Context: an optimization exercise on an open-source flow, tuned for small area, a short achievable clock period and few clock cycles per item. The choices shown serve that exercise and are no tape-out recipe. Only simulation tests tie the RTL to the original design; equivalence was not proved.

==> flow/design.v (outline; a module is shown in full before it is edited, if it fits) <==
// module cmult_conj: 3707 lines
// module ks_add: 31 lines
// module ks_add_hi: 51 lines
// module ifft_butterfly_stage: 112 lines
module ifft_butterfly_stage #(
   parameter int DW = 16,
   parameter int TW = 16,
   parameter int OW = 18
) (
   input  logic                 clk,
   input  logic                 rst,
   input  logic                 in_valid,
   output logic                 in_ready,
   input  logic signed [DW-1:0] in1_real,
   input  logic signed [DW-1:0] in1_imag,
   input  logic signed [DW-1:0] in2_real,
   input  logic signed [DW-1:0] in2_imag,
   input  logic signed [TW-1:0] twiddle_real,
   input  logic signed [TW-1:0] twiddle_imag,
   output logic                 out_valid,
   input  logic                 out_ready,
   output logic signed [OW-1:0] out1_real,
   output logic signed [OW-1:0] out1_imag,
   output logic signed [OW-1:0] out2_real,
   output logic signed [OW-1:0] out2_imag,
   output logic                 sat
);
  // ...
==> flow/flow/run.sh <==
#!/bin/bash
# Layout flow: the standard flow, with changes between synthesis and placement.
#  1. After the standard synthesis, flow/fixpol.py removes inverters around full-adder cells by
#     complementing full adders (all three inputs and both outputs) and swapping xor2/xnor2
#     cells. Registers, ports and the logic function are unchanged.
#  2. flow/fadec.py replaces the full-adder cells on the slowest paths (by a rough delay model)
#     with xor2/xor2/mux2 so that the latest input is one gate from the outputs, and gives the
#     in_ready port its own copy of its driving gate. Registers, ports and function unchanged.
#  3. Ports are buffered with buf_4 cells instead of the default delay-buffer cells.
# Each tool's output goes to a log file of its own in this folder.
set -euo pipefail
R=orfs/results/sky130hd/ifft_butterfly_stage/base
bash standard.sh synth > log_synth.txt 2>&1
cp "$R/1_2_yosys.v" synth_standard.v
python3 flow/fixpol.py synth_standard.v synth_fixpol.v > log_fixpol.txt 2>&1
python3 flow/fadec.py synth_fixpol.v "$R/1_2_yosys.v" 3.4 > log_fadec.txt 2>&1
export BUFFER_PORTS_ARGS="-buffer_cell sky130_fd_sc_hd__buf_4"
bash standard.sh finish > log_finish.txt 2>&1
==> flow/flow/fadec.py <==
#!/usr/bin/env python3
"""Speed up timing-critical full adders in a flat Yosys netlist of sky130_fd_sc_hd cells.

A fa cell's sum and carry take about 0.55 ns and 0.44 ns from any input. For each fa cell on a
path that a rough delay model finds too slow for the target period, the cell is replaced by
    t    = xor2(x, y)          (x, y: the two inputs that arrive first)
    sum  = xor2(t, z)          (z: the input that arrives last)
    cout = mux2(t ? z : x)
which computes the same sum and carry, with z only one gate from either output.
It also gives the in_ready port a driver of its own (a copy of the gate that drives it), so the
port does not wait on the high-fanout enable net that the same gate drives.
Registers, ports and the logic function are unchanged.

usage: fadec.py IN.v OUT.v TARGET_NS
"""
import re
import sys

src = open(sys.argv[1]).read()
target = float(sys.argv[3])

m = re.search(r"\bmodule\s+(\w+)\s*\((.*?)\);", src, re.S)
body_start = m.end()
endm = src.rindex("endmodule")
body = src[body_start:endm]
stmts = [s.strip() for s in body.split(";")]
decls = []
cells = []
inst_re = re.compile(r"^(\S+)\s+(\S+)\s*\((.*)\)$", re.S)
pin_re = re.compile(r"\.(\w+)\s*\(\s*([^()]*?)\s*\)")
ports_out = set()
ports_in = set()
for s in stmts:
    if not s:
        continue
    if re.match(r"^(input|output|wire|inout)\b", s):
        decls.append(s)
        mm = re.match(r"^(input|output)\s+(\[(\d+):(\d+)\]\s+)?(\S+)$", s)
        if mm:
            kind, _, hi, lo, name = mm.groups()
            names = [name] if hi is None else [f"{name}[{i}]" for i in range(int(lo), int(hi) + 1)]
            (ports_out if kind == "output" else ports_in).update(names)
        continue
    if s.startswith("assign"):
        sys.exit("fadec: assign statements are not handled")
    mm = inst_re.match(s)
    if not mm:
        sys.exit(f"fadec: cannot parse statement: {s[:80]}")
    typ, name, pins = mm.groups()
    cells.append([typ, name, pin_re.findall(pins)])

OUTPINS = {"X", "Y", "Q", "Q_N", "SUM", "COUT", "HI", "LO"}
SEQ = re.compile(r"__(e?dfx|dfr|dfs|sdf|edf|dlx|dfb)")


def short(t):
    return t.replace("sky130_fd_sc_hd__", "")


def delay(t, pin):
    s = short(t)
    if s.startswith("fa_"):
        return 0.55 if pin == "SUM" else 0.44
    if s.startswith("ha_"):
        return 0.35 if pin == "SUM" else 0.28
    if s.startswith(("xor2", "xnor2")):
        return 0.22
    if s.startswith("mux2"):
        return 0.30
    if s.startswith(("inv", "buf", "clkbuf")):
        return 0.08
    return 0.18


driver = {}
loads = {}
for ci, (t, n, pins) in enumerate(cells):
    for p, net in pins:
        if p in OUTPINS:
            driver[net] = (ci, p)
        else:
            loads.setdefault(net, []).append((ci, p))

is_seq = [bool(SEQ.search(t)) for t, n, p in cells]
CLK2Q = 0.40
IN_ARR = 0.95      # input delay less clock latency
SETUP = 0.28
OUT_REQ = -0.9     # output delay plus clock latency, taken off the period

split = {}   # cell index -> (x, y, z) ordering


def cell_arcs(ci):
    """[(out_net, out_delay_fn)] for timing: returns list of (in_net, out_net, delay)."""
    t, n, pins = cells[ci]
    d = dict(pins)
    if ci in split:
        x, y, z = split[ci]
        arcs = []
        for a in (x, y):
            arcs.append((a, d["SUM"], 0.44))
            arcs.append((a, d["COUT"], 0.52))
        arcs.append((z, d["SUM"], 0.22))
        arcs.append((z, d["COUT"], 0.30))
        return arcs
    arcs = []
    for p, net in pins:
        if p in OUTPINS:
            for pp, nn in pins:
                if pp not in OUTPINS:
                    arcs.append((nn, net, delay(t, p)))
    return arcs


def timing():
    arr = {}
    order = []
    seen = set()
    # iterative DFS topological order over combinational cells
    fanin = {}
    for ci in range(len(cells)):
        if is_seq[ci]:
            continue
        for a, o, dl in cell_arcs(ci):
            fanin.setdefault(o, []).append((a, dl))
    memo = {}

    def arrv(net):
        stack = [(net, 0)]
        while stack:
            nn, st = stack.pop()
            if nn in memo:
                continue
            d = driver.get(nn)
            if d is None or is_seq[d[0]]:
                memo[nn] = IN_ARR if (d is None and nn in ports_in) else (CLK2Q if d else 0.0)
                continue
            fi = fanin.get(nn, [])
            if st == 0:
                stack.append((nn, 1))
                for a, dl in fi:
                    if a not in memo:
                        stack.append((a, 0))
            else:
                memo[nn] = max([memo.get(a, 0.0) + dl for a, dl in fi] or [0.0])
        return memo[net]

    for net in driver:
        arrv(net)
    # required times, reverse topological: process nets by decreasing arrival
    req = {}
    fanout = {}
    for o, lst in fanin.items():
        for a, dl in lst:
            fanout.setdefault(a, []).append((o, dl))
    ends = {}
    for net, ls in loads.items():
        r = float("inf")
        for ci, p in ls:
            if is_seq[ci]:
                r = min(r, target - SETUP)
        if net in ports_out:
            r = min(r, target + OUT_REQ)
        ends[net] = r
    for net in ports_out:
        ends[net] = min(ends.get(net, float("inf")), target + OUT_REQ)
    for net in sorted(memo, key=lambda k: -memo[k]):
        r = ends.get(net, float("inf"))
        for o, dl in fanout.get(net, []):
            r = min(r, req.get(o, float("inf")) - dl)
        req[net] = r
    return memo, req


arr, req = timing()
worst0 = min(req[n] - arr[n] for n in arr)
for it in range(400):
    cand = []
    for ci, (t, n, pins) in enumerate(cells):
        if short(t).startswith("fa_") and ci not in split:
            d = dict(pins)
            sl = min(req[d["SUM"]] - arr[d["SUM"]], req[d["COUT"]] - arr[d["COUT"]])
            if sl < 0:
                cand.append((sl, ci))
    if not cand:
        break
    cand.sort()
    for sl, ci in cand[:8]:
        d = dict(cells[ci][2])
        ins = sorted([d["A"], d["B"], d["CIN"]], key=lambda nn: arr.get(nn, 0.0))
        split[ci] = tuple(ins)
    arr, req = timing()
worst1 = min(req[n] - arr[n] for n in arr)

new_cells = []
new_wires = []
ndec = 0
for ci, (t, n, pins) in enumerate(cells):
    if ci in split:
        d = dict(pins)
        x, y, z = split[ci]
        tn = f"_fadec_t{ndec}_"
        new_wires.append(tn)
        new_cells.append(("sky130_fd_sc_hd__xor2_1", f"_fadec_x{ndec}_", [("A", x), ("B", y), ("X", tn)]))
        new_cells.append(("sky130_fd_sc_hd__xor2_1", f"_fadec_s{ndec}_", [("A", tn), ("B", z), ("X", d["SUM"])]))
        new_cells.append(("sky130_fd_sc_hd__mux2_1", f"_fadec_c{ndec}_", [("A0", x), ("A1", z), ("S", tn), ("X", d["COUT"])]))
        ndec += 1
        continue
    new_cells.append((t, n, pins))

# in_ready gets a driver of its own
dup = 0
for pnet in ("in_ready",):
    if pnet in driver and loads.get(pnet):
        ci, p = driver[pnet]
        t, n, pins = cells[ci]
        if not is_seq[ci]:
            inner = "_fadec_inready_"
            new_wires.append(inner)
            # the original gate now drives the internal loads on a new net
            for k, (tt, nn, pp) in enumerate(new_cells):
                if nn == n:
                    new_cells[k] = (tt, nn, [(q, inner if (q in OUTPINS and net == pnet) else net) for q, net in pp])
                else:
                    new_cells[k] = (tt, nn, [(q, inner if (q not in OUTPINS and net == pnet) else net) for q, net in pp])
            new_cells.append((t, "_fadec_inready_drv_", list(pins)))
            dup = 1

out = [src[:body_start], "\n"]
for dcl in decls:
    out.append(f"  {dcl} ;\n")
for w in new_wires:
    out.append(f"  wire {w};\n")


def fmt(net):
    return net + (" " if net.startswith("\\") else "")


for t, n, pins in new_cells:
    pl = ",\n".join(f"    .{p}({fmt(net)})" for p, net in pins)
    out.append(f"  {t} {n} (\n{pl}\n  );\n")
out.append("endmodule\n")
open(sys.argv[2], "w").write("".join(out))
nfa = sum(1 for t, n, p in cells if short(t).startswith("fa_"))
sys.stderr.write(f"fadec: target {target} ns, model worst slack {worst0:.2f} ns before, {worst1:.2f} after; "
                 f"{ndec} of {nfa} fa cells split; in_ready driver copied: {dup}\n")
==> flow/flow/fixpol.py <==
#!/usr/bin/env python3
"""Remove inverters around full-adder cells in a flat Yosys netlist of sky130_fd_sc_hd cells.

A full adder with every input complemented computes the complement of both outputs, so each
fa cell may be "flipped": fed the complements of its inputs, its outputs then carry the
complements of its logical sum and carry. xor2 and xnor2 cells may likewise swap type to
complement their output. This picks flips by local search to need as few inverters as possible,
then rewrites the netlist: every inverter (inv_N) in the netlist is removed and one inv_1 is
made for each signal that some pin needs in the polarity its driver does not give.
Registers, ports and all other cells keep exactly the logic values they had.

usage: fixpol.py IN.v OUT.v
"""
import re
import sys

src = open(sys.argv[1]).read()

m = re.search(r"\bmodule\s+(\w+)\s*\((.*?)\);", src, re.S)
modname = m.group(1)
body_start = m.end()
endm = src.rindex("endmodule")
body = src[body_start:endm]

# statements of the module body
stmts = [s.strip() for s in body.split(";")]
decls = []
cells = []  # (type, name, [(pin, net)])
inst_re = re.compile(r"^(\S+)\s+(\S+)\s*\((.*)\)$", re.S)
pin_re = re.compile(r"\.(\w+)\s*\(\s*([^()]*?)\s*\)")
ports_out = set()
ports_in = set()
for s in stmts:
    if not s:
        continue
    if re.match(r"^(input|output|wire|inout)\b", s):
        decls.append(s)
        mm = re.match(r"^(input|output)\s+(\[(\d+):(\d+)\]\s+)?(\S+)$", s)
        if mm:
            kind, _, hi, lo, name = mm.groups()
            names = [name] if hi is None else [f"{name}[{i}]" for i in range(int(lo), int(hi) + 1)]
            (ports_out if kind == "output" else ports_in).update(names)
        continue
    if s.startswith("assign"):
        sys.exit("fixpol: assign statements are not handled")
    mm = inst_re.match(s)
    if not mm:
        sys.exit(f"fixpol: cannot parse statement: {s[:80]}")
    typ, name, pins = mm.groups()
    cells.append([typ, name, pin_re.findall(pins)])

OUTPINS = {"X", "Y", "Q", "Q_N", "SUM", "COUT", "HI", "LO"}


def short(t):
    return t.replace("sky130_fd_sc_hd__", "")


def is_inv(t):
    return re.fullmatch(r"inv_\d+", short(t)) is not None


def is_fa(t):
    return re.fullmatch(r"fa_\d+", short(t)) is not None


def is_x2(t):
    return re.fullmatch(r"x(n?)or2_\d+", short(t)) is not None


driver = {}  # net -> (cell index, pin)
for ci, (t, n, pins) in enumerate(cells):
    for p, net in pins:
        if p in OUTPINS:
            driver[net] = (ci, p)

inv_of = {}  # inverter output net -> input net
for ci, (t, n, pins) in enumerate(cells):
    if is_inv(t):
        d = dict(pins)
        inv_of[d["Y"]] = d["A"]


def lit(net):
    pol = 0
    while net in inv_of:
        net = inv_of[net]
        pol ^= 1
    return net, pol


# Inverters whose output is a port stay as they are (the port keeps its own driver).
keep_inv = set()
for ci, (t, n, pins) in enumerate(cells):
    if is_inv(t) and dict(pins)["Y"] in ports_out:
        keep_inv.add(ci)

# Flippable objects: fa cells (inputs and outputs), xor2/xnor2 cells (output only).
flip_id = {}
for ci, (t, n, pins) in enumerate(cells):
    if is_fa(t) or is_x2(t):
        flip_id[ci] = len(flip_id)
x = [0] * len(flip_id)

# consumers: list of (root, base_pol, flipper or None)
# a consumer of a fa input pin needs root^base_pol^x[fa]; a fixed consumer needs root^base_pol.
uses = {}  # root -> list of (base_pol, flipper)
pin_lit = {}  # (ci, pin) -> (root, pol)
for ci, (t, n, pins) in enumerate(cells):
    if is_inv(t) and ci not in keep_inv:
        continue
    for p, net in pins:
        if p in OUTPINS:
            continue
        if net.startswith("1'") or net == "":
            continue
        r, pol = lit(net)
        pin_lit[(ci, p)] = (r, pol)
        f = flip_id[ci] if is_fa(t) else None
        uses.setdefault(r, []).append((pol, f))
# output ports that are driven through an inverter chain without a kept inverter are not
# possible (the chain ends at a kept inverter); ports driven directly count as a fixed use
for pnet in ports_out:
    if pnet in driver and not is_inv(cells[driver[pnet][0]][0]):
        uses.setdefault(pnet, []).append((0, None))


def avail(root):
    """Polarity the physical net of root carries (0: the logical value)."""
    d = driver.get(root)
    if d is None:
        return 0
    ci = d[0]
    if ci in flip_id:
        return x[flip_id[ci]]
    return 0


def root_cost(root):
    a = avail(root)
    for pol, f in uses.get(root, []):
        need = pol ^ (x[f] if f is not None else 0)
        if need != a:
            return 1
    return 0


# roots each flipper touches: its output roots and its input roots
touch = [set() for _ in flip_id]
for ci, fi in flip_id.items():
    for p, net in cells[ci][2]:
        if p in OUTPINS:
            touch[fi].add(net)
        elif (ci, p) in pin_lit and is_fa(cells[ci][0]):
            touch[fi].add(pin_lit[(ci, p)][0])

roots_all = set(uses)
before = sum(root_cost(r) for r in roots_all)
n_inv_before = sum(1 for t, n, p in cells if is_inv(t))
improved = True
passes = 0
while improved and passes < 50:
    improved = False
    passes += 1
    for fi in range(len(x)):
        rs = touch[fi]
        c0 = sum(root_cost(r) for r in rs)
        x[fi] ^= 1
        c1 = sum(root_cost(r) for r in rs)
        if c1 < c0:
            improved = True
        else:
            x[fi] ^= 1
# simulated annealing on top of the greedy result (deterministic seed)
import math, random
rng = random.Random(12345)
cur = sum(root_cost(r) for r in roots_all)
best = cur
best_x = list(x)
n = len(x)
if n:
    steps = 3000000
    for k in range(steps):
        T = 0.6 * (1 - k / steps) + 0.01
        fi = rng.randrange(n)
        rs = touch[fi]
        c0 = sum(root_cost(r) for r in rs)
        x[fi] ^= 1
        c1 = sum(root_cost(r) for r in rs)
        dlt = c1 - c0
        if dlt <= 0 or rng.random() < math.exp(-dlt / T):
            cur += dlt
            if cur < best:
                best = cur
                best_x = list(x)
        else:
            x[fi] ^= 1
    x[:] = best_x
after = sum(root_cost(r) for r in roots_all)

# Rewrite.
new_cells = []
new_wires = []
inv_net = {}  # root -> net carrying the complement of the physical net of root


def phys(root, need):
    """Net carrying logical value root^need."""
    if need == avail(root):
        return root
    if root not in inv_net:
        nn = f"_fixpol_{len(inv_net)}_"
        inv_net[root] = nn
        new_wires.append(nn)
    return inv_net[root]


for ci, (t, n, pins) in enumerate(cells):
    if is_inv(t) and ci not in keep_inv:
        continue
    newpins = []
    for p, net in pins:
        if p in OUTPINS or (ci, p) not in pin_lit:
            newpins.append((p, net))
            continue
        r, pol = pin_lit[(ci, p)]
        need = pol ^ (x[flip_id[ci]] if is_fa(t) else 0)
        newpins.append((p, phys(r, need)))
    if is_x2(t) and x[flip_id[ci]]:
        if "__xor2_" in t:
            t = t.replace("__xor2_", "__xnor2_")
            newpins = [("Y" if p == "X" else p, net) for p, net in newpins]
        else:
            t = t.replace("__xnor2_", "__xor2_")
            newpins = [("X" if p == "Y" else p, net) for p, net in newpins]
    new_cells.append((t, n, newpins))

for pnet in ports_out:
    d = driver.get(pnet)
    if d is not None and not is_inv(cells[d[0]][0]) and avail(pnet) != 0:
        sys.exit(f"fixpol: port {pnet} would change polarity")

for i, (root, nn) in enumerate(sorted(inv_net.items(), key=lambda kv: kv[1])):
    new_cells.append(("sky130_fd_sc_hd__inv_1", f"_fixpol_inv_{i}_", [("A", root), ("Y", nn)]))

out = [src[:body_start], "\n"]
for d in decls:
    out.append(f"  {d} ;\n")
for w in new_wires:
    out.append(f"  wire {w};\n")
for t, n, pins in new_cells:
    pl = ",\n".join(f"    .{p}({net}{' ' if net.startswith(chr(92)) else ''})" for p, net in pins)
    out.append(f"  {t} {n} (\n{pl}\n  );\n")
out.append("endmodule\n")
open(sys.argv[2], "w").write("".join(out))
flipped = sum(x)
sys.stderr.write(
    f"fixpol: {len(flip_id)} flippable cells, {flipped} flipped, {passes} passes; "
    f"inverters {n_inv_before} -> {len(inv_net) + len(keep_inv)} "
    f"(needed-complement roots {before} -> {after})\n"
)
==> flow/standard.sh <==
#!/bin/bash
# synth_recipe.tcl (not shown) runs the flow's synth.tcl, then flattens the netlist and writes it again
# the make line also repeats each setting of config.mk as NAME=value (left out here)
make -C /OpenROAD-flow-scripts/flow DESIGN_CONFIG=/design/flow/config.mk WORK_HOME=/design/flow/orfs CLKGATE_MAP_FILE= SYNTH_SCRIPT=/design/flow/synth_recipe.tcl "${@:-finish}"
==> flow/config.mk <==
export PLATFORM = sky130hd
export DESIGN_NAME = ifft_butterfly_stage
export DESIGN_NICKNAME = ifft_butterfly_stage
export VERILOG_FILES = /design/flow/design.v
export SDC_FILE = /design/flow/constraint.sdc
export NUM_CORES = 4
export LEC_CHECK = 0
export CAP_MARGIN = 20
export CORE_MARGIN = 2
export CORE_UTILIZATION = 55
export SETUP_SLACK_MARGIN = 4.0
export SLEW_MARGIN = 20
export TNS_END_PERCENT = 20
==> flow/constraint.sdc <==
create_clock -name core_clock -period 7.5 [get_ports {clk}]
set_input_delay 1.5000 -clock core_clock [delete_from_list [all_inputs] [get_ports {clk}]]
set_output_delay 1.5000 -clock core_clock [all_outputs]
set_load 0.01 [all_outputs]
==> run summary, run 1 <==
* Status: timing/DRC/antenna clean
* Die area at 74600 um^2
* Setup TNS at 0 ps
* TritonCTS buffer count at 46
* I/O pins at 175
* Net count after synthesis at 4152
* Setup crit end: pi3_q[18]
* Met2 routed WL at 56.2 mm
* Largest fanout on the critical path at 5
* Non-Filler Instances at 4671
* Initial Util at 55.6%
* FF+latch area at 12100 um^2
* RR Startpoint: uMult.im_q16_2
* CP Launch Type: register
* Bufs w/o clock at 379
* R2r worst-path depth at 14
* Fin util at 64.2%
* Via count at 29600
* Hold EP: si3_q[9]
* CP delay by family, top: compound AO/OA/AOI/OAI gates
* Inverters at 137
* Most frequent cells in the layout: 496 x a22oi_1, 496 x xor2_1, 469 x xnor2_1
* Final WL at 123 mm
* Multi-input combinational area share at 58.4%
* Non-clock buffering overhead at 7.88%
* CTS tree: yes
* Pre-antenna DRT Iters at 9
* Port Buffer Count at 174
* Multi-Input Combinational at 2712
Testbench counts, summed over its fixed seeds: cycles 16,024, items 16,000.
==> inputs of run 2 (changes only) <==
--- a/flow/design.v
+++ b/flow/design.v
@@ -22,2 +22,3 @@
    input  logic [7:0]  neg_i,
+   input  logic [7:0]  negn_i,
    output logic [18:0] re_o,
@@ -1958,3 +1959,3 @@
          im_q0_0 <= im_s1117;
-         im_q0_1 <= (~neg_i[0]);
+         im_q0_1 <= (negn_i[0]);
          im_q1_0 <= im_s1307;
@@ -3026,146 +3027,146 @@
    assign im_pp972 = ~(((one_r[7] & di[16]) | (two_r[7] & di[16])) ^ neg_r[7]);
-   assign im_pp973 = ((one_i[0] & dr[0]) ^ ~neg_i[0]);
-   assign im_pp974 = (((one_i[0] & dr[1]) | (two_i[0] & dr[0])) ^ ~neg_i[0]);
-   assign im_pp975 = (((one_i[0] & dr[2]) | (two_i[0] & dr[1])) ^ ~neg_i[0]);
-   assign im_pp976 = (((one_i[0] & dr[3]) | (two_i[0] & dr[2])) ^ ~neg_i[0]);
-   assign im_pp977 = (((one_i[0] & dr[4]) | (two_i[0] & dr[3])) ^ ~neg_i[0]);
-   assign im_pp978 = (((one_i[0] & dr[5]) | (two_i[0] & dr[4])) ^ ~neg_i[0]);
-   assign im_pp979 = (((one_i[0] & dr[6]) | (two_i[0] & dr[5])) ^ ~neg_i[0]);
-   assign im_pp980 = (((one_i[0] & dr[7]) | (two_i[0] & dr[6])) ^ ~neg_i[0]);
-   assign im_pp981 = (((one_i[0] & dr[8]) | (two_i[0] & dr[7])) ^ ~neg_i[0]);
-   assign im_pp982 = (((one_i[0] & dr[9]) | (two_i[0] & dr[8])) ^ ~neg_i[0]);
-   assign im_pp983 = (((one_i[0] & dr[10]) | (two_i[0] & dr[9])) ^ ~neg_i[0]);
-   assign im_pp984 = (((one_i[0] & dr[11]) | (two_i[0] & dr[10])) ^ ~neg_i[0]);
-   assign im_pp985 = (((one_i[0] & dr[12]) | (two_i[0] & dr[11])) ^ ~neg_i[0]);
-   assign im_pp986 = (((one_i[0] & dr[13]) | (two_i[0] & dr[12])) ^ ~neg_i[0]);
-   assign im_pp987 = (((one_i[0] & dr[14]) | (two_i[0] & dr[13])) ^ ~neg_i[0]);
-   assign im_pp988 = (((one_i[0] & dr[15]) | (two_i[0] & dr[14])) ^ ~neg_i[0]);
-   assign im_pp989 = (((one_i[0] & dr[16]) | (two_i[0] & dr[15])) ^ ~neg_i[0]);
-   assign im_pp990 = ~(((one_i[0] & dr[16]) | (two_i[0] & dr[16])) ^ ~neg_i[0]);
-   assign im_pp991 = ((one_i[1] & dr[0]) ^ ~neg_i[1]);
-   assign im_pp992 = (((one_i[1] & dr[1]) | (two_i[1] & dr[0])) ^ ~neg_i[1]);
-   assign im_pp993 = (((one_i[1] & dr[2]) | (two_i[1] & dr[1])) ^ ~neg_i[1]);
-   assign im_pp994 = (((one_i[1] & dr[3]) | (two_i[1] & dr[2])) ^ ~neg_i[1]);
-   assign im_pp995 = (((one_i[1] & dr[4]) | (two_i[1] & dr[3])) ^ ~neg_i[1]);
-   assign im_pp996 = (((one_i[1] & dr[5]) | (two_i[1] & dr[4])) ^ ~neg_i[1]);
-   assign im_pp997 = (((one_i[1] & dr[6]) | (two_i[1] & dr[5])) ^ ~neg_i[1]);
-   assign im_pp998 = (((one_i[1] & dr[7]) | (two_i[1] & dr[6])) ^ ~neg_i[1]);
-   assign im_pp999 = (((one_i[1] & dr[8]) | (two_i[1] & dr[7])) ^ ~neg_i[1]);
-   assign im_pp1000 = (((one_i[1] & dr[9]) | (two_i[1] & dr[8])) ^ ~neg_i[1]);
-   assign im_pp1001 = (((one_i[1] & dr[10]) | (two_i[1] & dr[9])) ^ ~neg_i[1]);
-   assign im_pp1002 = (((one_i[1] & dr[11]) | (two_i[1] & dr[10])) ^ ~neg_i[1]);
-   assign im_pp1003 = (((one_i[1] & dr[12]) | (two_i[1] & dr[11])) ^ ~neg_i[1]);
-   assign im_pp1004 = (((one_i[1] & dr[13]) | (two_i[1] & dr[12])) ^ ~neg_i[1]);
-   assign im_pp1005 = (((one_i[1] & dr[14]) | (two_i[1] & dr[13])) ^ ~neg_i[1]);
-   assign im_pp1006 = (((one_i[1] & dr[15]) | (two_i[1] & dr[14])) ^ ~neg_i[1]);
-   assign im_pp1007 = (((one_i[1] & dr[16]) | (two_i[1] & dr[15])) ^ ~neg_i[1]);
-   assign im_pp1008 = ~(((one_i[1] & dr[16]) | (two_i[1] & dr[16])) ^ ~neg_i[1]);
-   assign im_pp1009 = ((one_i[2] & dr[0]) ^ ~neg_i[2]);
-   assign im_pp1010 = (((one_i[2] & dr[1]) | (two_i[2] & dr[0])) ^ ~neg_i[2]);
-   assign im_pp1011 = (((one_i[2] & dr[2]) | (two_i[2] & dr[1])) ^ ~neg_i[2]);
-   assign im_pp1012 = (((one_i[2] & dr[3]) | (two_i[2] & dr[2])) ^ ~neg_i[2]);
-   assign im_pp1013 = (((one_i[2] & dr[4]) | (two_i[2] & dr[3])) ^ ~neg_i[2]);
-   assign im_pp1014 = (((one_i[2] & dr[5]) | (two_i[2] & dr[4])) ^ ~neg_i[2]);
-   assign im_pp1015 = (((one_i[2] & dr[6]) | (two_i[2] & dr[5])) ^ ~neg_i[2]);
-   assign im_pp1016 = (((one_i[2] & dr[7]) | (two_i[2] & dr[6])) ^ ~neg_i[2]);
-   assign im_pp1017 = (((one_i[2] & dr[8]) | (two_i[2] & dr[7])) ^ ~neg_i[2]);
-   assign im_pp1018 = (((one_i[2] & dr[9]) | (two_i[2] & dr[8])) ^ ~neg_i[2]);
-   assign im_pp1019 = (((one_i[2] & dr[10]) | (two_i[2] & dr[9])) ^ ~neg_i[2]);
-   assign im_pp1020 = (((one_i[2] & dr[11]) | (two_i[2] & dr[10])) ^ ~neg_i[2]);
-   assign im_pp1021 = (((one_i[2] & dr[12]) | (two_i[2] & dr[11])) ^ ~neg_i[2]);
-   assign im_pp1022 = (((one_i[2] & dr[13]) | (two_i[2] & dr[12])) ^ ~neg_i[2]);
-   assign im_pp1023 = (((one_i[2] & dr[14]) | (two_i[2] & dr[13])) ^ ~neg_i[2]);
-   assign im_pp1024 = (((one_i[2] & dr[15]) | (two_i[2] & dr[14])) ^ ~neg_i[2]);
-   assign im_pp1025 = (((one_i[2] & dr[16]) | (two_i[2] & dr[15])) ^ ~neg_i[2]);
-   assign im_pp1026 = ~(((one_i[2] & dr[16]) | (two_i[2] & dr[16])) ^ ~neg_i[2]);
-   assign im_pp1027 = ((one_i[3] & dr[0]) ^ ~neg_i[3]);
-   assign im_pp1028 = (((one_i[3] & dr[1]) | (two_i[3] & dr[0])) ^ ~neg_i[3]);
-   assign im_pp1029 = (((one_i[3] & dr[2]) | (two_i[3] & dr[1])) ^ ~neg_i[3]);
-   assign im_pp1030 = (((one_i[3] & dr[3]) | (two_i[3] & dr[2])) ^ ~neg_i[3]);
-   assign im_pp1031 = (((one_i[3] & dr[4]) | (two_i[3] & dr[3])) ^ ~neg_i[3]);
-   assign im_pp1032 = (((one_i[3] & dr[5]) | (two_i[3] & dr[4])) ^ ~neg_i[3]);
-   assign im_pp1033 = (((one_i[3] & dr[6]) | (two_i[3] & dr[5])) ^ ~neg_i[3]);
-   assign im_pp1034 = (((one_i[3] & dr[7]) | (two_i[3] & dr[6])) ^ ~neg_i[3]);
-   assign im_pp1035 = (((one_i[3] & dr[8]) | (two_i[3] & dr[7])) ^ ~neg_i[3]);
-   assign im_pp1036 = (((one_i[3] & dr[9]) | (two_i[3] & dr[8])) ^ ~neg_i[3]);
-   assign im_pp1037 = (((one_i[3] & dr[10]) | (two_i[3] & dr[9])) ^ ~neg_i[3]);
-   assign im_pp1038 = (((one_i[3] & dr[11]) | (two_i[3] & dr[10])) ^ ~neg_i[3]);
-   assign im_pp1039 = (((one_i[3] & dr[12]) | (two_i[3] & dr[11])) ^ ~neg_i[3]);
-   assign im_pp1040 = (((one_i[3] & dr[13]) | (two_i[3] & dr[12])) ^ ~neg_i[3]);
-   assign im_pp1041 = (((one_i[3] & dr[14]) | (two_i[3] & dr[13])) ^ ~neg_i[3]);
-   assign im_pp1042 = (((one_i[3] & dr[15]) | (two_i[3] & dr[14])) ^ ~neg_i[3]);
-   assign im_pp1043 = (((one_i[3] & dr[16]) | (two_i[3] & dr[15])) ^ ~neg_i[3]);
-   assign im_pp1044 = ~(((one_i[3] & dr[16]) | (two_i[3] & dr[16])) ^ ~neg_i[3]);
-   assign im_pp1045 = ((one_i[4] & dr[0]) ^ ~neg_i[4]);
-   assign im_pp1046 = (((one_i[4] & dr[1]) | (two_i[4] & dr[0])) ^ ~neg_i[4]);
-   assign im_pp1047 = (((one_i[4] & dr[2]) | (two_i[4] & dr[1])) ^ ~neg_i[4]);
-   assign im_pp1048 = (((one_i[4] & dr[3]) | (two_i[4] & dr[2])) ^ ~neg_i[4]);
-   assign im_pp1049 = (((one_i[4] & dr[4]) | (two_i[4] & dr[3])) ^ ~neg_i[4]);
-   assign im_pp1050 = (((one_i[4] & dr[5]) | (two_i[4] & dr[4])) ^ ~neg_i[4]);
-   assign im_pp1051 = (((one_i[4] & dr[6]) | (two_i[4] & dr[5])) ^ ~neg_i[4]);
-   assign im_pp1052 = (((one_i[4] & dr[7]) | (two_i[4] & dr[6])) ^ ~neg_i[4]);
-   assign im_pp1053 = (((one_i[4] & dr[8]) | (two_i[4] & dr[7])) ^ ~neg_i[4]);
-   assign im_pp1054 = (((one_i[4] & dr[9]) | (two_i[4] & dr[8])) ^ ~neg_i[4]);
-   assign im_pp1055 = (((one_i[4] & dr[10]) | (two_i[4] & dr[9])) ^ ~neg_i[4]);
-   assign im_pp1056 = (((one_i[4] & dr[11]) | (two_i[4] & dr[10])) ^ ~neg_i[4]);
-   assign im_pp1057 = (((one_i[4] & dr[12]) | (two_i[4] & dr[11])) ^ ~neg_i[4]);
-   assign im_pp1058 = (((one_i[4] & dr[13]) | (two_i[4] & dr[12])) ^ ~neg_i[4]);
-   assign im_pp1059 = (((one_i[4] & dr[14]) | (two_i[4] & dr[13])) ^ ~neg_i[4]);
-   assign im_pp1060 = (((one_i[4] & dr[15]) | (two_i[4] & dr[14])) ^ ~neg_i[4]);
-   assign im_pp1061 = (((one_i[4] & dr[16]) | (two_i[4] & dr[15])) ^ ~neg_i[4]);
-   assign im_pp1062 = ~(((one_i[4] & dr[16]) | (two_i[4] & dr[16])) ^ ~neg_i[4]);
-   assign im_pp1063 = ((one_i[5] & dr[0]) ^ ~neg_i[5]);
-   assign im_pp1064 = (((one_i[5] & dr[1]) | (two_i[5] & dr[0])) ^ ~neg_i[5]);
-   assign im_pp1065 = (((one_i[5] & dr[2]) | (two_i[5] & dr[1])) ^ ~neg_i[5]);
-   assign im_pp1066 = (((one_i[5] & dr[3]) | (two_i[5] & dr[2])) ^ ~neg_i[5]);
-   assign im_pp1067 = (((one_i[5] & dr[4]) | (two_i[5] & dr[3])) ^ ~neg_i[5]);
-   assign im_pp1068 = (((one_i[5] & dr[5]) | (two_i[5] & dr[4])) ^ ~neg_i[5]);
-   assign im_pp1069 = (((one_i[5] & dr[6]) | (two_i[5] & dr[5])) ^ ~neg_i[5]);
-   assign im_pp1070 = (((one_i[5] & dr[7]) | (two_i[5] & dr[6])) ^ ~neg_i[5]);
-   assign im_pp1071 = (((one_i[5] & dr[8]) | (two_i[5] & dr[7])) ^ ~neg_i[5]);
-   assign im_pp1072 = (((one_i[5] & dr[9]) | (two_i[5] & dr[8])) ^ ~neg_i[5]);
-   assign im_pp1073 = (((one_i[5] & dr[10]) | (two_i[5] & dr[9])) ^ ~neg_i[5]);
-   assign im_pp1074 = (((one_i[5] & dr[11]) | (two_i[5] & dr[10])) ^ ~neg_i[5]);
-   assign im_pp1075 = (((one_i[5] & dr[12]) | (two_i[5] & dr[11])) ^ ~neg_i[5]);
-   assign im_pp1076 = (((one_i[5] & dr[13]) | (two_i[5] & dr[12])) ^ ~neg_i[5]);
-   assign im_pp1077 = (((one_i[5] & dr[14]) | (two_i[5] & dr[13])) ^ ~neg_i[5]);
-   assign im_pp1078 = (((one_i[5] & dr[15]) | (two_i[5] & dr[14])) ^ ~neg_i[5]);
-   assign im_pp1079 = (((one_i[5] & dr[16]) | (two_i[5] & dr[15])) ^ ~neg_i[5]);
-   assign im_pp1080 = ~(((one_i[5] & dr[16]) | (two_i[5] & dr[16])) ^ ~neg_i[5]);
-   assign im_pp1081 = ((one_i[6] & dr[0]) ^ ~neg_i[6]);
-   assign im_pp1082 = (((one_i[6] & dr[1]) | (two_i[6] & dr[0])) ^ ~neg_i[6]);
-   assign im_pp1083 = (((one_i[6] & dr[2]) | (two_i[6] & dr[1])) ^ ~neg_i[6]);
-   assign im_pp1084 = (((one_i[6] & dr[3]) | (two_i[6] & dr[2])) ^ ~neg_i[6]);
-   assign im_pp1085 = (((one_i[6] & dr[4]) | (two_i[6] & dr[3])) ^ ~neg_i[6]);
-   assign im_pp1086 = (((one_i[6] & dr[5]) | (two_i[6] & dr[4])) ^ ~neg_i[6]);
-   assign im_pp1087 = (((one_i[6] & dr[6]) | (two_i[6] & dr[5])) ^ ~neg_i[6]);
-   assign im_pp1088 = (((one_i[6] & dr[7]) | (two_i[6] & dr[6])) ^ ~neg_i[6]);
-   assign im_pp1089 = (((one_i[6] & dr[8]) | (two_i[6] & dr[7])) ^ ~neg_i[6]);
-   assign im_pp1090 = (((one_i[6] & dr[9]) | (two_i[6] & dr[8])) ^ ~neg_i[6]);
-   assign im_pp1091 = (((one_i[6] & dr[10]) | (two_i[6] & dr[9])) ^ ~neg_i[6]);
-   assign im_pp1092 = (((one_i[6] & dr[11]) | (two_i[6] & dr[10])) ^ ~neg_i[6]);
-   assign im_pp1093 = (((one_i[6] & dr[12]) | (two_i[6] & dr[11])) ^ ~neg_i[6]);
-   assign im_pp1094 = (((one_i[6] & dr[13]) | (two_i[6] & dr[12])) ^ ~neg_i[6]);
-   assign im_pp1095 = (((one_i[6] & dr[14]) | (two_i[6] & dr[13])) ^ ~neg_i[6]);
-   assign im_pp1096 = (((one_i[6] & dr[15]) | (two_i[6] & dr[14])) ^ ~neg_i[6]);
-   assign im_pp1097 = (((one_i[6] & dr[16]) | (two_i[6] & dr[15])) ^ ~neg_i[6]);
-   assign im_pp1098 = ~(((one_i[6] & dr[16]) | (two_i[6] & dr[16])) ^ ~neg_i[6]);
-   assign im_pp1099 = ((one_i[7] & dr[0]) ^ ~neg_i[7]);
-   assign im_pp1100 = (((one_i[7] & dr[1]) | (two_i[7] & dr[0])) ^ ~neg_i[7]);
-   assign im_pp1101 = (((one_i[7] & dr[2]) | (two_i[7] & dr[1])) ^ ~neg_i[7]);
-   assign im_pp1102 = (((one_i[7] & dr[3]) | (two_i[7] & dr[2])) ^ ~neg_i[7]);
-   assign im_pp1103 = (((one_i[7] & dr[4]) | (two_i[7] & dr[3])) ^ ~neg_i[7]);
-   assign im_pp1104 = (((one_i[7] & dr[5]) | (two_i[7] & dr[4])) ^ ~neg_i[7]);
-   assign im_pp1105 = (((one_i[7] & dr[6]) | (two_i[7] & dr[5])) ^ ~neg_i[7]);
-   assign im_pp1106 = (((one_i[7] & dr[7]) | (two_i[7] & dr[6])) ^ ~neg_i[7]);
-   assign im_pp1107 = (((one_i[7] & dr[8]) | (two_i[7] & dr[7])) ^ ~neg_i[7]);
-   assign im_pp1108 = (((one_i[7] & dr[9]) | (two_i[7] & dr[8])) ^ ~neg_i[7]);
-   assign im_pp1109 = (((one_i[7] & dr[10]) | (two_i[7] & dr[9])) ^ ~neg_i[7]);
-   assign im_pp1110 = (((one_i[7] & dr[11]) | (two_i[7] & dr[10])) ^ ~neg_i[7]);
-   assign im_pp1111 = (((one_i[7] & dr[12]) | (two_i[7] & dr[11])) ^ ~neg_i[7]);
-   assign im_pp1112 = (((one_i[7] & dr[13]) | (two_i[7] & dr[12])) ^ ~neg_i[7]);
-   assign im_pp1113 = (((one_i[7] & dr[14]) | (two_i[7] & dr[13])) ^ ~neg_i[7]);
-   assign im_pp1114 = (((one_i[7] & dr[15]) | (two_i[7] & dr[14])) ^ ~neg_i[7]);
-   assign im_pp1115 = (((one_i[7] & dr[16]) | (two_i[7] & dr[15])) ^ ~neg_i[7]);
-   assign im_pp1116 = ~(((one_i[7] & dr[16]) | (two_i[7] & dr[16])) ^ ~neg_i[7]);
+   assign im_pp973 = ((one_i[0] & dr[0]) ^ negn_i[0]);
+   assign im_pp974 = (((one_i[0] & dr[1]) | (two_i[0] & dr[0])) ^ negn_i[0]);
+   assign im_pp975 = (((one_i[0] & dr[2]) | (two_i[0] & dr[1])) ^ negn_i[0]);
+   assign im_pp976 = (((one_i[0] & dr[3]) | (two_i[0] & dr[2])) ^ negn_i[0]);
+   assign im_pp977 = (((one_i[0] & dr[4]) | (two_i[0] & dr[3])) ^ negn_i[0]);
+   assign im_pp978 = (((one_i[0] & dr[5]) | (two_i[0] & dr[4])) ^ negn_i[0]);
+   assign im_pp979 = (((one_i[0] & dr[6]) | (two_i[0] & dr[5])) ^ negn_i[0]);
+   assign im_pp980 = (((one_i[0] & dr[7]) | (two_i[0] & dr[6])) ^ negn_i[0]);
+   assign im_pp981 = (((one_i[0] & dr[8]) | (two_i[0] & dr[7])) ^ negn_i[0]);
+   assign im_pp982 = (((one_i[0] & dr[9]) | (two_i[0] & dr[8])) ^ negn_i[0]);
+   assign im_pp983 = (((one_i[0] & dr[10]) | (two_i[0] & dr[9])) ^ negn_i[0]);
+   assign im_pp984 = (((one_i[0] & dr[11]) | (two_i[0] & dr[10])) ^ negn_i[0]);
+   assign im_pp985 = (((one_i[0] & dr[12]) | (two_i[0] & dr[11])) ^ negn_i[0]);
+   assign im_pp986 = (((one_i[0] & dr[13]) | (two_i[0] & dr[12])) ^ negn_i[0]);
+   assign im_pp987 = (((one_i[0] & dr[14]) | (two_i[0] & dr[13])) ^ negn_i[0]);
+   assign im_pp988 = (((one_i[0] & dr[15]) | (two_i[0] & dr[14])) ^ negn_i[0]);
+   assign im_pp989 = (((one_i[0] & dr[16]) | (two_i[0] & dr[15])) ^ negn_i[0]);
+   assign im_pp990 = ~(((one_i[0] & dr[16]) | (two_i[0] & dr[16])) ^ negn_i[0]);
+   assign im_pp991 = ((one_i[1] & dr[0]) ^ negn_i[1]);
+   assign im_pp992 = (((one_i[1] & dr[1]) | (two_i[1] & dr[0])) ^ negn_i[1]);
+   assign im_pp993 = (((one_i[1] & dr[2]) | (two_i[1] & dr[1])) ^ negn_i[1]);
+   assign im_pp994 = (((one_i[1] & dr[3]) | (two_i[1] & dr[2])) ^ negn_i[1]);
+   assign im_pp995 = (((one_i[1] & dr[4]) | (two_i[1] & dr[3])) ^ negn_i[1]);
+   assign im_pp996 = (((one_i[1] & dr[5]) | (two_i[1] & dr[4])) ^ negn_i[1]);
+   assign im_pp997 = (((one_i[1] & dr[6]) | (two_i[1] & dr[5])) ^ negn_i[1]);
+   assign im_pp998 = (((one_i[1] & dr[7]) | (two_i[1] & dr[6])) ^ negn_i[1]);
+   assign im_pp999 = (((one_i[1] & dr[8]) | (two_i[1] & dr[7])) ^ negn_i[1]);
+   assign im_pp1000 = (((one_i[1] & dr[9]) | (two_i[1] & dr[8])) ^ negn_i[1]);
+   assign im_pp1001 = (((one_i[1] & dr[10]) | (two_i[1] & dr[9])) ^ negn_i[1]);
+   assign im_pp1002 = (((one_i[1] & dr[11]) | (two_i[1] & dr[10])) ^ negn_i[1]);
+   assign im_pp1003 = (((one_i[1] & dr[12]) | (two_i[1] & dr[11])) ^ negn_i[1]);
+   assign im_pp1004 = (((one_i[1] & dr[13]) | (two_i[1] & dr[12])) ^ negn_i[1]);
+   assign im_pp1005 = (((one_i[1] & dr[14]) | (two_i[1] & dr[13])) ^ negn_i[1]);
+   assign im_pp1006 = (((one_i[1] & dr[15]) | (two_i[1] & dr[14])) ^ negn_i[1]);
+   assign im_pp1007 = (((one_i[1] & dr[16]) | (two_i[1] & dr[15])) ^ negn_i[1]);
+   assign im_pp1008 = ~(((one_i[1] & dr[16]) | (two_i[1] & dr[16])) ^ negn_i[1]);
+   assign im_pp1009 = ((one_i[2] & dr[0]) ^ negn_i[2]);
+   assign im_pp1010 = (((one_i[2] & dr[1]) | (two_i[2] & dr[0])) ^ negn_i[2]);
+   assign im_pp1011 = (((one_i[2] & dr[2]) | (two_i[2] & dr[1])) ^ negn_i[2]);
+   assign im_pp1012 = (((one_i[2] & dr[3]) | (two_i[2] & dr[2])) ^ negn_i[2]);
+   assign im_pp1013 = (((one_i[2] & dr[4]) | (two_i[2] & dr[3])) ^ negn_i[2]);
+   assign im_pp1014 = (((one_i[2] & dr[5]) | (two_i[2] & dr[4])) ^ negn_i[2]);
+   assign im_pp1015 = (((one_i[2] & dr[6]) | (two_i[2] & dr[5])) ^ negn_i[2]);
+   assign im_pp1016 = (((one_i[2] & dr[7]) | (two_i[2] & dr[6])) ^ negn_i[2]);
+   assign im_pp1017 = (((one_i[2] & dr[8]) | (two_i[2] & dr[7])) ^ negn_i[2]);
+   assign im_pp1018 = (((one_i[2] & dr[9]) | (two_i[2] & dr[8])) ^ negn_i[2]);
+   assign im_pp1019 = (((one_i[2] & dr[10]) | (two_i[2] & dr[9])) ^ negn_i[2]);
+   assign im_pp1020 = (((one_i[2] & dr[11]) | (two_i[2] & dr[10])) ^ negn_i[2]);
+   assign im_pp1021 = (((one_i[2] & dr[12]) | (two_i[2] & dr[11])) ^ negn_i[2]);
+   assign im_pp1022 = (((one_i[2] & dr[13]) | (two_i[2] & dr[12])) ^ negn_i[2]);
+   assign im_pp1023 = (((one_i[2] & dr[14]) | (two_i[2] & dr[13])) ^ negn_i[2]);
+   assign im_pp1024 = (((one_i[2] & dr[15]) | (two_i[2] & dr[14])) ^ negn_i[2]);
+   assign im_pp1025 = (((one_i[2] & dr[16]) | (two_i[2] & dr[15])) ^ negn_i[2]);
+   assign im_pp1026 = ~(((one_i[2] & dr[16]) | (two_i[2] & dr[16])) ^ negn_i[2]);
+   assign im_pp1027 = ((one_i[3] & dr[0]) ^ negn_i[3]);
+   assign im_pp1028 = (((one_i[3] & dr[1]) | (two_i[3] & dr[0])) ^ negn_i[3]);
+   assign im_pp1029 = (((one_i[3] & dr[2]) | (two_i[3] & dr[1])) ^ negn_i[3]);
+   assign im_pp1030 = (((one_i[3] & dr[3]) | (two_i[3] & dr[2])) ^ negn_i[3]);
+   assign im_pp1031 = (((one_i[3] & dr[4]) | (two_i[3] & dr[3])) ^ negn_i[3]);
+   assign im_pp1032 = (((one_i[3] & dr[5]) | (two_i[3] & dr[4])) ^ negn_i[3]);
+   assign im_pp1033 = (((one_i[3] & dr[6]) | (two_i[3] & dr[5])) ^ negn_i[3]);
+   assign im_pp1034 = (((one_i[3] & dr[7]) | (two_i[3] & dr[6])) ^ negn_i[3]);
+   assign im_pp1035 = (((one_i[3] & dr[8]) | (two_i[3] & dr[7])) ^ negn_i[3]);
+   assign im_pp1036 = (((one_i[3] & dr[9]) | (two_i[3] & dr[8])) ^ negn_i[3]);
+   assign im_pp1037 = (((one_i[3] & dr[10]) | (two_i[3] & dr[9])) ^ negn_i[3]);
+   assign im_pp1038 = (((one_i[3] & dr[11]) | (two_i[3] & dr[10])) ^ negn_i[3]);
+   assign im_pp1039 = (((one_i[3] & dr[12]) | (two_i[3] & dr[11])) ^ negn_i[3]);
+   assign im_pp1040 = (((one_i[3] & dr[13]) | (two_i[3] & dr[12])) ^ negn_i[3]);
+   assign im_pp1041 = (((one_i[3] & dr[14]) | (two_i[3] & dr[13])) ^ negn_i[3]);
+   assign im_pp1042 = (((one_i[3] & dr[15]) | (two_i[3] & dr[14])) ^ negn_i[3]);
+   assign im_pp1043 = (((one_i[3] & dr[16]) | (two_i[3] & dr[15])) ^ negn_i[3]);
+   assign im_pp1044 = ~(((one_i[3] & dr[16]) | (two_i[3] & dr[16])) ^ negn_i[3]);
+   assign im_pp1045 = ((one_i[4] & dr[0]) ^ negn_i[4]);
+   assign im_pp1046 = (((one_i[4] & dr[1]) | (two_i[4] & dr[0])) ^ negn_i[4]);
+   assign im_pp1047 = (((one_i[4] & dr[2]) | (two_i[4] & dr[1])) ^ negn_i[4]);
+   assign im_pp1048 = (((one_i[4] & dr[3]) | (two_i[4] & dr[2])) ^ negn_i[4]);
+   assign im_pp1049 = (((one_i[4] & dr[4]) | (two_i[4] & dr[3])) ^ negn_i[4]);
+   assign im_pp1050 = (((one_i[4] & dr[5]) | (two_i[4] & dr[4])) ^ negn_i[4]);
+   assign im_pp1051 = (((one_i[4] & dr[6]) | (two_i[4] & dr[5])) ^ negn_i[4]);
+   assign im_pp1052 = (((one_i[4] & dr[7]) | (two_i[4] & dr[6])) ^ negn_i[4]);
+   assign im_pp1053 = (((one_i[4] & dr[8]) | (two_i[4] & dr[7])) ^ negn_i[4]);
+   assign im_pp1054 = (((one_i[4] & dr[9]) | (two_i[4] & dr[8])) ^ negn_i[4]);
+   assign im_pp1055 = (((one_i[4] & dr[10]) | (two_i[4] & dr[9])) ^ negn_i[4]);
+   assign im_pp1056 = (((one_i[4] & dr[11]) | (two_i[4] & dr[10])) ^ negn_i[4]);
+   assign im_pp1057 = (((one_i[4] & dr[12]) | (two_i[4] & dr[11])) ^ negn_i[4]);
+   assign im_pp1058 = (((one_i[4] & dr[13]) | (two_i[4] & dr[12])) ^ negn_i[4]);
+   assign im_pp1059 = (((one_i[4] & dr[14]) | (two_i[4] & dr[13])) ^ negn_i[4]);
+   assign im_pp1060 = (((one_i[4] & dr[15]) | (two_i[4] & dr[14])) ^ negn_i[4]);
+   assign im_pp1061 = (((one_i[4] & dr[16]) | (two_i[4] & dr[15])) ^ negn_i[4]);
+   assign im_pp1062 = ~(((one_i[4] & dr[16]) | (two_i[4] & dr[16])) ^ negn_i[4]);
+   assign im_pp1063 = ((one_i[5] & dr[0]) ^ negn_i[5]);
+   assign im_pp1064 = (((one_i[5] & dr[1]) | (two_i[5] & dr[0])) ^ negn_i[5]);
+   assign im_pp1065 = (((one_i[5] & dr[2]) | (two_i[5] & dr[1])) ^ negn_i[5]);
+   assign im_pp1066 = (((one_i[5] & dr[3]) | (two_i[5] & dr[2])) ^ negn_i[5]);
+   assign im_pp1067 = (((one_i[5] & dr[4]) | (two_i[5] & dr[3])) ^ negn_i[5]);
+   assign im_pp1068 = (((one_i[5] & dr[5]) | (two_i[5] & dr[4])) ^ negn_i[5]);
+   assign im_pp1069 = (((one_i[5] & dr[6]) | (two_i[5] & dr[5])) ^ negn_i[5]);
+   assign im_pp1070 = (((one_i[5] & dr[7]) | (two_i[5] & dr[6])) ^ negn_i[5]);
+   assign im_pp1071 = (((one_i[5] & dr[8]) | (two_i[5] & dr[7])) ^ negn_i[5]);
+   assign im_pp1072 = (((one_i[5] & dr[9]) | (two_i[5] & dr[8])) ^ negn_i[5]);
+   assign im_pp1073 = (((one_i[5] & dr[10]) | (two_i[5] & dr[9])) ^ negn_i[5]);
+   assign im_pp1074 = (((one_i[5] & dr[11]) | (two_i[5] & dr[10])) ^ negn_i[5]);
+   assign im_pp1075 = (((one_i[5] & dr[12]) | (two_i[5] & dr[11])) ^ negn_i[5]);
+   assign im_pp1076 = (((one_i[5] & dr[13]) | (two_i[5] & dr[12])) ^ negn_i[5]);
+   assign im_pp1077 = (((one_i[5] & dr[14]) | (two_i[5] & dr[13])) ^ negn_i[5]);
+   assign im_pp1078 = (((one_i[5] & dr[15]) | (two_i[5] & dr[14])) ^ negn_i[5]);
+   assign im_pp1079 = (((one_i[5] & dr[16]) | (two_i[5] & dr[15])) ^ negn_i[5]);
+   assign im_pp1080 = ~(((one_i[5] & dr[16]) | (two_i[5] & dr[16])) ^ negn_i[5]);
+   assign im_pp1081 = ((one_i[6] & dr[0]) ^ negn_i[6]);
+   assign im_pp1082 = (((one_i[6] & dr[1]) | (two_i[6] & dr[0])) ^ negn_i[6]);
+   assign im_pp1083 = (((one_i[6] & dr[2]) | (two_i[6] & dr[1])) ^ negn_i[6]);
+   assign im_pp1084 = (((one_i[6] & dr[3]) | (two_i[6] & dr[2])) ^ negn_i[6]);
+   assign im_pp1085 = (((one_i[6] & dr[4]) | (two_i[6] & dr[3])) ^ negn_i[6]);
+   assign im_pp1086 = (((one_i[6] & dr[5]) | (two_i[6] & dr[4])) ^ negn_i[6]);
+   assign im_pp1087 = (((one_i[6] & dr[6]) | (two_i[6] & dr[5])) ^ negn_i[6]);
+   assign im_pp1088 = (((one_i[6] & dr[7]) | (two_i[6] & dr[6])) ^ negn_i[6]);
+   assign im_pp1089 = (((one_i[6] & dr[8]) | (two_i[6] & dr[7])) ^ negn_i[6]);
+   assign im_pp1090 = (((one_i[6] & dr[9]) | (two_i[6] & dr[8])) ^ negn_i[6]);
+   assign im_pp1091 = (((one_i[6] & dr[10]) | (two_i[6] & dr[9])) ^ negn_i[6]);
+   assign im_pp1092 = (((one_i[6] & dr[11]) | (two_i[6] & dr[10])) ^ negn_i[6]);
+   assign im_pp1093 = (((one_i[6] & dr[12]) | (two_i[6] & dr[11])) ^ negn_i[6]);
+   assign im_pp1094 = (((one_i[6] & dr[13]) | (two_i[6] & dr[12])) ^ negn_i[6]);
+   assign im_pp1095 = (((one_i[6] & dr[14]) | (two_i[6] & dr[13])) ^ negn_i[6]);
+   assign im_pp1096 = (((one_i[6] & dr[15]) | (two_i[6] & dr[14])) ^ negn_i[6]);
+   assign im_pp1097 = (((one_i[6] & dr[16]) | (two_i[6] & dr[15])) ^ negn_i[6]);
+   assign im_pp1098 = ~(((one_i[6] & dr[16]) | (two_i[6] & dr[16])) ^ negn_i[6]);
+   assign im_pp1099 = ((one_i[7] & dr[0]) ^ negn_i[7]);
+   assign im_pp1100 = (((one_i[7] & dr[1]) | (two_i[7] & dr[0])) ^ negn_i[7]);
+   assign im_pp1101 = (((one_i[7] & dr[2]) | (two_i[7] & dr[1])) ^ negn_i[7]);
+   assign im_pp1102 = (((one_i[7] & dr[3]) | (two_i[7] & dr[2])) ^ negn_i[7]);
+   assign im_pp1103 = (((one_i[7] & dr[4]) | (two_i[7] & dr[3])) ^ negn_i[7]);
+   assign im_pp1104 = (((one_i[7] & dr[5]) | (two_i[7] & dr[4])) ^ negn_i[7]);
+   assign im_pp1105 = (((one_i[7] & dr[6]) | (two_i[7] & dr[5])) ^ negn_i[7]);
+   assign im_pp1106 = (((one_i[7] & dr[7]) | (two_i[7] & dr[6])) ^ negn_i[7]);
+   assign im_pp1107 = (((one_i[7] & dr[8]) | (two_i[7] & dr[7])) ^ negn_i[7]);
+   assign im_pp1108 = (((one_i[7] & dr[9]) | (two_i[7] & dr[8])) ^ negn_i[7]);
+   assign im_pp1109 = (((one_i[7] & dr[10]) | (two_i[7] & dr[9])) ^ negn_i[7]);
+   assign im_pp1110 = (((one_i[7] & dr[11]) | (two_i[7] & dr[10])) ^ negn_i[7]);
+   assign im_pp1111 = (((one_i[7] & dr[12]) | (two_i[7] & dr[11])) ^ negn_i[7]);
+   assign im_pp1112 = (((one_i[7] & dr[13]) | (two_i[7] & dr[12])) ^ negn_i[7]);
+   assign im_pp1113 = (((one_i[7] & dr[14]) | (two_i[7] & dr[13])) ^ negn_i[7]);
+   assign im_pp1114 = (((one_i[7] & dr[15]) | (two_i[7] & dr[14])) ^ negn_i[7]);
+   assign im_pp1115 = (((one_i[7] & dr[16]) | (two_i[7] & dr[15])) ^ negn_i[7]);
+   assign im_pp1116 = ~(((one_i[7] & dr[16]) | (two_i[7] & dr[16])) ^ negn_i[7]);
    assign im_s1117 = im_pp829 ^ neg_r[0] ^ im_pp973;
@@ -3174,4 +3175,4 @@
    assign im_c1120 = (im_pp831 & im_pp847) | (im_pp831 & neg_r[1]) | (im_pp847 & neg_r[1]);
-   assign im_s1121 = im_pp975 ^ im_pp991 ^ (~neg_i[1]);
-   assign im_c1122 = (im_pp975 & im_pp991) | (im_pp975 & (~neg_i[1])) | (im_pp991 & (~neg_i[1]));
+   assign im_s1121 = im_pp975 ^ im_pp991 ^ (negn_i[1]);
+   assign im_c1122 = (im_pp975 & im_pp991) | (im_pp975 & (negn_i[1])) | (im_pp991 & (negn_i[1]));
    assign im_s1123 = im_pp832 ^ im_pp848 ^ im_pp976;
@@ -3202,4 +3203,4 @@
    assign im_c1148 = (im_pp981 & im_pp997) | (im_pp981 & im_pp1013) | (im_pp997 & im_pp1013);
-   assign im_s1149 = im_pp1029 ^ im_pp1045 ^ (~neg_i[4]);
-   assign im_c1150 = (im_pp1029 & im_pp1045) | (im_pp1029 & (~neg_i[4])) | (im_pp1045 & (~neg_i[4]));
+   assign im_s1149 = im_pp1029 ^ im_pp1045 ^ (negn_i[4]);
+   assign im_c1150 = (im_pp1029 & im_pp1045) | (im_pp1029 & (negn_i[4])) | (im_pp1045 & (negn_i[4]));
    assign im_s1151 = im_pp838 ^ im_pp854 ^ im_pp870;
@@ -3256,4 +3257,4 @@
    assign im_c1202 = (im_pp1035 & im_pp1051) | (im_pp1035 & im_pp1067) | (im_pp1051 & im_pp1067);
-   assign im_s1203 = im_pp1083 ^ im_pp1099 ^ (~neg_i[7]);
-   assign im_c1204 = (im_pp1083 & im_pp1099) | (im_pp1083 & (~neg_i[7])) | (im_pp1099 & (~neg_i[7]));
+   assign im_s1203 = im_pp1083 ^ im_pp1099 ^ (negn_i[7]);
+   assign im_c1204 = (im_pp1083 & im_pp1099) | (im_pp1083 & (negn_i[7])) | (im_pp1099 & (negn_i[7]));
    assign im_s1205 = im_pp844 ^ im_pp860 ^ im_pp876;
@@ -3370,4 +3371,4 @@
    assign im_c1316 = (im_s1133 & im_s1135) | (im_s1133 & im_s1137) | (im_s1135 & im_s1137);
-   assign im_s1317 = (~neg_i[3]) ^ im_c1130 ^ im_c1132;
-   assign im_c1318 = ((~neg_i[3]) & im_c1130) | ((~neg_i[3]) & im_c1132) | (im_c1130 & im_c1132);
+   assign im_s1317 = (negn_i[3]) ^ im_c1130 ^ im_c1132;
+   assign im_c1318 = ((negn_i[3]) & im_c1130) | ((negn_i[3]) & im_c1132) | (im_c1130 & im_c1132);
    assign im_s1319 = im_s1139 ^ im_s1141 ^ im_pp1012;
@@ -3386,4 +3387,4 @@
    assign im_c1332 = (im_s1157 & im_s1159) | (im_s1157 & im_s1161) | (im_s1159 & im_s1161);
-   assign im_s1333 = im_s1163 ^ im_pp1063 ^ (~neg_i[5]);
-   assign im_c1334 = (im_s1163 & im_pp1063) | (im_s1163 & (~neg_i[5])) | (im_pp1063 & (~neg_i[5]));
+   assign im_s1333 = im_s1163 ^ im_pp1063 ^ (negn_i[5]);
+   assign im_c1334 = (im_s1163 & im_pp1063) | (im_s1163 & (negn_i[5])) | (im_pp1063 & (negn_i[5]));
    assign im_s1335 = im_c1152 ^ im_c1154 ^ im_c1156;
@@ -3396,4 +3397,4 @@
    assign im_c1342 = (im_s1173 & im_s1175) | (im_s1173 & im_s1177) | (im_s1175 & im_s1177);
-   assign im_s1343 = im_s1179 ^ im_s1181 ^ (~neg_i[6]);
-   assign im_c1344 = (im_s1179 & im_s1181) | (im_s1179 & (~neg_i[6])) | (im_s1181 & (~neg_i[6]));
+   assign im_s1343 = im_s1179 ^ im_s1181 ^ (negn_i[6]);
+   assign im_c1344 = (im_s1179 & im_s1181) | (im_s1179 & (negn_i[6])) | (im_s1181 & (negn_i[6]));
    assign im_s1345 = im_c1166 ^ im_c1168 ^ im_c1170;
@@ -3482,4 +3483,4 @@
    assign im_c1428 = (im_s1119 & im_s1121) | (im_s1119 & im_c1308) | (im_s1121 & im_c1308);
-   assign im_s1429 = im_s1311 ^ (~neg_i[2]) ^ im_c1124;
-   assign im_c1430 = (im_s1311 & (~neg_i[2])) | (im_s1311 & im_c1124) | ((~neg_i[2]) & im_c1124);
+   assign im_s1429 = im_s1311 ^ (negn_i[2]) ^ im_c1124;
+   assign im_c1430 = (im_s1311 & (negn_i[2])) | (im_s1311 & im_c1124) | ((negn_i[2]) & im_c1124);
    assign im_s1431 = im_s1313 ^ im_c1128 ^ im_c1312;
@@ -3828,3 +3829,3 @@
    logic [7:0]  one_r, two_r, neg_r, one_i, two_i, neg_i;
-   logic [7:0]  oner_q, twor_q, negr_q, onei_q, twoi_q, negi_q;
+   logic [7:0]  oner_q, twor_q, negr_q, onei_q, twoi_q, negi_q, negin_q;
    logic [18:0] re_d, im_d, pr3_q, pi3_q;
@@ -3879,2 +3880,3 @@
          negi_q <= neg_i;
+         negin_q <= ~neg_i;    
          sr2_q  <= sr1_q;
@@ -3902,2 +3904,3 @@
       .neg_i  (negi_q),
+      .negn_i (negin_q),
       .re_o   (re_d),
==> flow/flow/run.sh (replaced) <==
#!/bin/bash
# Layout flow: the standard flow with three changes.
#  1. Synthesis is the standard flow's synthesis script (synth_recipe.tcl, ORFS synth.tcl) with one change:
#     the final ABC technology mapping uses flow/abc_map.script (ORFS's own mapping passes, then
#     the classic delay-targeted mapper) instead of ORFS's abc_speed.script. Registers are mapped
#     before ABC runs, so they are the same as the standard synthesis's.
#  2. flow/fixpol.py then removes inverters around full-adder cells by complementing full adders
#     (all three inputs and both outputs) and swapping xor2/xnor2 cells. Registers, ports and
#     the logic function are unchanged.
#  3. Ports are buffered with buf_4 cells instead of the default delay-buffer cells.
# Each tool's output goes to a log file of its own in this folder.
set -euo pipefail
R=orfs/results/sky130hd/ifft_butterfly_stage/base
rm -rf synth_scripts
cp -r "$FLOW_HOME/scripts" synth_scripts
chmod -R u+w synth_scripts
cp flow/abc_map.script synth_scripts/abc_speed.script
bash standard.sh SCRIPTS_DIR="$PWD/synth_scripts" synth > log_synth.txt 2>&1
cp "$R/1_2_yosys.v" synth_abc.v
python3 flow/fixpol.py synth_abc.v "$R/1_2_yosys.v" > log_fixpol.txt 2>&1
export BUFFER_PORTS_ARGS="-buffer_cell sky130_fd_sc_hd__buf_4"
bash standard.sh finish > log_finish.txt 2>&1
==> flow/flow/abc_map.script (new file) <==
&get -n
&st
&dch
&nf
&st
&syn2
&if -g -K 6
&synch2
&nf
&put
strash
dch -f
map -D 1200
topo
stime -c
buffer -c
upsize -c
dnsize -c
removed: flow/flow/fadec.py
==> run 2 against run 1 <==
Clock skew is 16 ps higher. Sequential share of layout area rose by 0.99 points. Synthesized area fell by 2.4%. Die area is 2.3% lower. Final area down 1.7%. Global-route usage rose by 3.8 points. Flip-flop and latch count is 8 higher. Clock-buffer cell count rose by 9. Critical endpoint is now uMult.re_q15_0.
==> run summary, run 2 <==
* Nets at 4478
* Initial Util at 55.6% (-0.095 points)
* WP buf/inv at 2
* Share of layout cells above drive strength 1 at 17.3%
* Net count after synthesis at 4306 (+3.7%)
* Maximum buffer depth of the clock tree at 3
* Hold_buf cts at 0
* # rows at 97
* Pins Over Slew Limit at 0
* Leading cell type in the layout, fill and taps excluded: o22ai_1
* CP startpoint: onei_q[3]
* CP required at 7840 ps
* Crit share post-route at 49.6%
* Die area at 72900 um^2 (-2.3%)
* Overflow after GRT at 0
* Top Registers: pi3_q (19), pr3_q (19)
* Largest net degree at the start of global routing at 156
* TritonCTS buffer count at 48 (+4.3%)
* Crit path time final at 3720 ps
* Critical Path End Type: register
* Die H at 270 um
* RSZ-0062 raised after global routing: true
* Arrival @ worst endpoint at 4060 ps
* Worst Max-Slew Pin Slew at 994 ps
* I/O pins at 175 (unchanged)
* Die W at 270 um
* Avg Cell Area, Syn at 10.9 um^2
* Slowest CP cell: fa_2
* Fin util at 64.5% (+0.34 points)
* Min-delay worst type: register to register
* FF-to-FF setup slack at 3780 ps
* Final WL at 135 mm (+10%)
* Crit Path Class: register to register
* CP Launch Type: register
* Vias in the first global route at 31400
* Max Freq at 0.269 GHz
* FF-to-FF End: uMult.re_q15_0
* Global-route wire length before repair at 197 mm
* Hold_sp: sr2_q[3]
* Worst path depth at 8
* Final WS setup at 3780 ps
* Area growth, synth to finish at 16.1%
* Vias/cell at 6.51
* Yosys warning total at 4
* Worst relative slew slack at 33.8%
* DRC Markers at 0
* Final hold viol count at 0
* Max Cap Violations at 0
* Largest fanout on the critical path at 16 (+11)
* Final ANT Viol Nets at 0
* CTS Root Cell: clkbuf_16
* Worst-path clk slew at 60 ps
* R2r worst-path depth at 8 (-6)
* Cell Area, Synth at 38900 um^2
* Port Buffer Count at 174 (unchanged)
* Hold Path Depth at 0
* Pre-antenna DRT Iters at 9 (unchanged)
* Status: timing/DRC/antenna clean
* Num Clock Sinks at 412
* Routed WL per cell at 28.7 um
* Setup Viol. Count Final at 0
* RR Startpoint: onei_q[3]
* Antenna diodes at 0
* Via count at 30600 (+3.6%)
* Place WS at 2900 ps
* Core area at 70000 um^2
* Setup crit end: uMult.re_q15_0
* Placer Congestion at 0.957
* Initial antenna violation count at 0
* Most frequent cells in the layout: 496 x o22ai_1, 452 x fa_1, 408 x edfxtp_1
* Skew final at 42.5 ps
* CTS tree: yes
* All-Layer GR Usage at 36.2%
* Worst skew pair latency at 650 ps
* Post-detail-place hpwl at 86.3 mm
* Fill count at 5577
* CP delay by family, top: adder cells
* Synthesized netlist cell count at 3556
* CP Cell Sequence: clkinvlp_4 > buf_12 > o22ai_1 > xor2_1 > fa_1 > fa_2 > fa_2 > fa_1
* Initial drt markers at 4089
* Max H-tree Level at 2
* CP max stage delay at 670 ps
run 2: layout make-up:
type / count / area (um^2) / area share (%)
repair buffers: 392 / 3710 / 8.21
well taps: 940 / 1180 / 2.60
clock buffers: 55 / 1230 / 2.72
flip-flops and latches: 412 / 12400 / 27.3
inverters: 344 / 1510 / 3.35
clock inverters: 33 / 349 / 0.773
multi-input cells: 2530 / 24900 / 55.0
run 2: worst reg2reg max path: stages, from the launching register on:
cell        delay [ps]
edfxtp_1           580
clkinvlp_4         240
buf_12             210
o22ai_1            210
xor2_1             210
fa_1               480
fa_2               400
fa_2               670
fa_1               450
run 2: worst min-delay path by stage:
| stage | slack, ps | end |
|---|---|---|
| after floorplan | 400 | si2_q[10] |
| after global placement | 400 | si2_q[3] |
| after detailed placement | 400 | si2_q[15] |
| after CTS | 420 | si2_q[3] |
| after global routing | 420 | si2_q[12] |
| final | 420 | sr3_q[3] |
run 2: metal layers:
| metal | up-vias | part of all wire (%) | GRT usage (%) |
|---|---|---|---|
| li1 | 12600 | - | - |
| met2 | 2383 | 43 | 53.7 |
| met5 | - | 0.051 | 0 |
| met3 | 635 | 14 | 11.4 |
| met4 | 2 | 6.7 | 19.4 |
| met1 | 15100 | 37 | 47.6 |
run 2: repair_timing:
| action | 4_1_cts | 5_1_grt |
|---|---|---|
| endpoints found under the setup margin | 223 | 156 |
| buffers inserted | 105 | 35 |
| resized for setup | 215 | 116 |
| gates cloned | 3 | 7 |
| pin swaps | 56 | 79 |
run 2: through the flow:
stage / instances / setup TNS [ps] / cell area [um^2] / hold WS [ps]
global route: 4706 / 0 / 45200 / 425
floorplan: 3556 / -268210 / 38900 / 400
CTS: 4664 / 0 / 44200 / 418
global placement: 4467 / 0 / 40900 / 401
finish: 4706 / 0 / 45200 / 416
detailed placement: 4468 / 0 / 40900 / 405
Testbench counts of run 2, summed over its fixed seeds: cycles 16,024, items 16,000.

[what the ideal ports hide]
Ports are ideal in the flow. The routed layouts listed here were re-timed in OpenROAD.
Step 1: set_driving_cell puts a clkbuf_16 on clk and a buf_2 on each other input, an assumption about the parent block.
Step 2, shift: input delay + t, output delay - t, t = (earliest + latest rising clock arrival at the registers) / 2. This alone moves slack from input paths to output paths.
a / b / c = ideal / step 1 / step 2; a / b = the first two.
run	shift t [ns]	setup slack, ns	hold WS [ns]	pins driven straight from the clock port
run 1	0.670	3.711 / 3.711 / 3.343	0.414 / 0.414 / 0.414	1
run 2	0.691	3.778 / 3.778 / 3.530	0.416 / 0.416 / 0.416	1
After both steps setup and hold are still met in every run listed. The setup slack of run 1, which loses most, moves by 0.000 ns with the drivers and by -0.368 ns with both steps.
